This design comes from an exercise in tuning for small area on the open sky130 flow, not from production work.
In this exercise RTL edits were held to simulation tests only and were not proved equivalent to the original.
The flow treats the clock pin as an ideal source, which a real chip does not have.
No activity file was given, so power comes from the tool's default toggle rates.

// avc_sps_header_parser
module avc_sps_header_parser
(
    input  logic          clk,
    input  logic          rst_n,
    input  logic          in_valid,
    output logic          in_ready,
    input  logic [7:0]    in_data_byte,
    input  logic          in_last_byte,
    output logic          out_valid,
    input  logic          out_ready,
    output logic [2:0]    out_status,
    output logic [7:0]    out_profile,
    output logic [7:0]    out_compat,
    output logic [7:0]    out_level,
    output logic [2:0]    out_nal_length_size,
    output logic [7:0]    out_ref_frames,
    output logic [15:0]   out_pixel_width,
    output logic [15:0]   out_pixel_height
);
Size: roughly 560 cells after synthesis, roughly 140 flip-flops, roughly 85 I/O pins, ~5800 um^2 of cells after synthesis.
clock: 20.0 ns
lec_check: 0
cap_margin: 20
core_margin: 2
core_utilization: 40
slew_margin: 20
standard.sh (not shown) runs the stock make flow with config.mk's settings and CLKGATE_MAP_FILE= SYNTH_SCRIPT=/design/flow/synth_recipe.tcl, a recipe that flattens the netlist after the stock synthesis.
==> flow/flow/run.sh <==
#!/bin/bash
# Own layout flow: the standard flow (standard.sh) with three changes.
# 1. Synthesis is the standard flow's own synthesis script, except that ABC optimises
#    and maps the logic for area (flow/area.abc: deepsyn, then amap area mapping;
#    no delay target, no buffering or gate upsizing); registers and their
#    names are untouched, since ABC runs after the flip-flops are mapped.
#    Adders are not mapped to half / full adder cells first, so ABC optimises
#    them with the rest of the logic.
# 2. The port buffers that global placement adds use the smallest buffer,
#    sky130_fd_sc_hd__buf_1, instead of the cell buffer_ports picks itself.
# 3. Clock tree synthesis uses clkbuf_4 and inserts no dummy loads; clock
#    buffers that drive 11 or more clock pins then become clkbuf_8.
# Every tool's output goes to logs in this folder (run_*.log) and to ORFS's
# own logs under orfs/logs.
set -euo pipefail
W=$(pwd)

SYN=$(grep -o 'SYNTH_SCRIPT=[^ ]*' standard.sh | head -1 | cut -d= -f2-)
SYN=${SYN//\'/}
cat > "$W/area_synth.tcl" <<EOT
# ABC with flow/area.abc and without -constr / -D: area-oriented mapping
proc abc {args} {
  set keep {}
  set skip 0
  foreach a \$args {
    if {\$skip} { set skip 0; continue }
    if {\$a in {-script -constr -D}} { set skip 1; continue }
    lappend keep \$a
  }
  set keep [concat [list -script $W/flow/area.abc] \$keep]
  puts "area_synth abc: \$keep"
  yosys abc {*}\$keep
}
# adders go to ABC as plain logic instead of fixed half / full adder cells
set ::env(ADDER_MAP_FILE) ""
source $SYN
EOT

sed "s#SYNTH_SCRIPT=[^ ]*#SYNTH_SCRIPT=$W/area_synth.tcl#" standard.sh > "$W/area_standard.sh"
cp standard.sh run_standard_orig.sh.txt

export BUFFER_PORTS_ARGS="-buffer_cell sky130_fd_sc_hd__buf_1"
# clock tree: small clock buffers and no dummy loads
export CTS_ARGS="-sink_clustering_enable -repair_clock_nets -dont_use_dummy_load -buf_list sky130_fd_sc_hd__clkbuf_4"
# a clock buffer with a large fanout is upsized after CTS (flow/post_cts.tcl)
export POST_CTS_TCL="$W/flow/post_cts.tcl"
bash "$W/area_standard.sh" > "$W/run_make.log" 2>&1 || { tail -50 "$W/run_make.log"; exit 1; }
tail -5 "$W/run_make.log"
test -f "$W/out/final.def"
Other scripts of this flow, unchanged in this note and not shown: flow/flow/area.abc, flow/flow/post_cts.tcl
The starting point finished clean.
Change:
--- a/flow/design.v
+++ b/flow/design.v
@@ -69,73 +69,35 @@
     logic        ov, ov_n;
     logic [7:0]  prof, compat, level;
     logic [2:0]  nal;
     logic [3:0]  rfe, rfo;            
     logic [18:0] we, wo, he, ho;      
     function automatic logic high_profile(input logic [7:0] p);
         case (p)
             8'd100, 8'd110, 8'd122, 8'd244, 8'd44, 8'd83, 8'd86, 8'd118: high_profile = 1'b1;
             default: high_profile = 1'b0;
         endcase
     endfunction
-    function automatic logic [4:0] next_step(input logic [4:0] s);
-        case (s)
-            S_ID:     next_step = S_CHROMA;
-            S_CHROMA: next_step = S_SEP;
-            S_SEP:    next_step = S_DEPL;
-            S_DEPL:   next_step = S_DEPC;
-            S_DEPC:   next_step = S_BYP;
-            S_BYP:    next_step = S_MATRIX;
-            S_MATRIX: next_step = S_LISTS;
-            S_LISTS:  next_step = S_LOG2;
-            S_LOG2:   next_step = S_POC;
-            S_POC:    next_step = S_POC1;
-            S_POC1:   next_step = S_DELTA0;
-            S_DELTA0: next_step = S_OFFNR;
-            S_OFFNR:  next_step = S_OFFTB;
-            S_OFFTB:  next_step = S_CYCLE;
-            S_CYCLE:  next_step = S_SKIP;
-            S_SKIP:   next_step = S_REF;
-            S_REF:    next_step = S_GAPS;
-            S_GAPS:   next_step = S_W;
-            S_W:      next_step = S_H;
-            S_H:      next_step = S_FMO;
-            S_FMO:    next_step = S_MBAFF;
-            S_MBAFF:  next_step = S_DIRECT;
-            S_DIRECT: next_step = S_CROPF;
-            S_CROPF:  next_step = S_CL;
-            S_CL:     next_step = S_CR;
-            S_CR:     next_step = S_CT;
-            S_CT:     next_step = S_CB;
-            default:  next_step = S_CHECK;
-        endcase
-    endfunction
     logic is_ue, is_bitstep, hold, bit_in, slot0, slot_last, act_now, commit;
     logic zc0, lead, g_done, g_ovf;
     always_comb
     begin
         case (step)
             S_ID, S_CHROMA, S_DEPL, S_DEPC, S_LOG2, S_POC, S_POC1, S_OFFNR, S_OFFTB,
             S_CYCLE, S_SKIP, S_REF, S_W, S_H, S_CL, S_CR, S_CT, S_CB:
                 is_ue = 1'b1;
             default:
                 is_ue = 1'b0;
         endcase
     end
-    always_comb
-    begin
-        case (step)
-            S_HDR, S_CHECK, S_DONE, S_FIN: is_bitstep = 1'b0;
-            default:                       is_bitstep = 1'b1;
-        endcase
-    end
+    assign is_bitstep = (step != S_HDR) && (step < S_CHECK);
     assign hold       = ov & ~out_ready;
     assign bit_in     = in_data_byte[~idx];
     assign slot0      = (slot == 5'd0);
     assign slot_last  = (slot == 5'd18);
     assign act_now    = slot0 ? ((is_bitstep & in_valid) | (step == S_CHECK) | (step == S_FIN))
                               : act;
     assign commit     = act_now & slot_last & is_bitstep;
     assign zc0    = (zc == 5'd0);
     assign lead   = ~suffix & bit_in;
     assign g_done = zc0 & (suffix | bit_in);
     assign g_ovf  = ~suffix & ~bit_in & (zc == 5'd31);
@@ -193,23 +155,23 @@
                     y_en    = zc0 ? ~bit_in : bit_in;
                     op_sub  = zc0;
                 end
             end
             S_SKIP:
             begin
                 op_on_b = g_done;
                 op_sub  = 1'b1;
             end
             S_W, S_H:
             begin
-                sel_h   = (step == S_H);
+                sel_h   = step[2];
                 off     = 2'd3;
                 op_on_b = bit_in;
                 op_load = lead;
             end
             S_FMO:
             begin
                 op_on_b = ~bit_in;
                 op_dbl  = 1'b1;
             end
             S_CL, S_CR, S_CT, S_CB:
             begin
@@ -347,26 +309,26 @@
                                 suffix_n = 1'b1;
                             end
                         end
                         else
                         begin
                             if (~zc0)
                                 zc_n = zc - 5'd1;
                             else
                                 suffix_n = 1'b0;
                         end
                         if (g_done)
-                            step_n = next_step(step);
+                            step_n = step + 5'd1;
                     end
                     else
-                        step_n = next_step(step);
+                        step_n = step + 5'd1;
                     case (step)
                         S_ID:     if (chroma[0] & g_done) step_n = S_LOG2;
                         S_CHROMA:
                         begin
                             if (lead)
                                 chroma_n = (zc == 5'd0) ? 2'd0 :
                                            (zc == 5'd1) ? 2'd2 :
                                            (zc == 5'd2) ? 2'd3 : 2'd1;
                             else if (((chroma == 2'd3) & bit_in) | ((chroma == 2'd2) & ~bit_in))
                                 chroma_n = 2'd1;
                             if (g_done & (chroma_n != 2'd3))
Outcome: Clock-buffer cell count does not change; total power fell by well over a third; maximum frequency fell by a little under a tenth; via count is about the same; core utilization fell by 0.91 points; hold slack stays flat; non-clock buffer count rose by 1; routed wire length rose by a few percent; setup slack loses 0.87 ns; cell area rose slightly; combinational power fell by well over a third; final cell count rose slightly; critical path depth fell by 2.

==> what the ideal ports hide <==
In the flow no input, the clock included, has a driving cell. The finished layouts below were timed again as built, in two steps.
Step 1 (the two cells are an assumption about what drives the block):
set clk [get_ports {clk}]
set_driving_cell -lib_cell sky130_fd_sc_hd__clkbuf_16 $clk
set_driving_cell -lib_cell sky130_fd_sc_hd__buf_2 [delete_from_list [all_inputs] $clk]
Step 2 also shifts input and output timing later by t, the mid clock arrival at the registers, as if the neighbouring blocks saw the same clock.
Three values: ideal, step 1, step 2; two values: the first two.
run	t (ns)	setup WS [ns]	worst setup path at the end	clock arrival spread, ns
the first run	0.435	10.088 / 10.067 / 10.067	input to output	0.038 / 0.038
the second run	0.445	9.216 / 9.196 / 9.196	input to output	0.045 / 0.045
After both steps setup and hold are still met in every run listed. The setup slack of the first run, which loses most, moves by -0.021 ns with the drivers and by -0.021 ns with both steps.
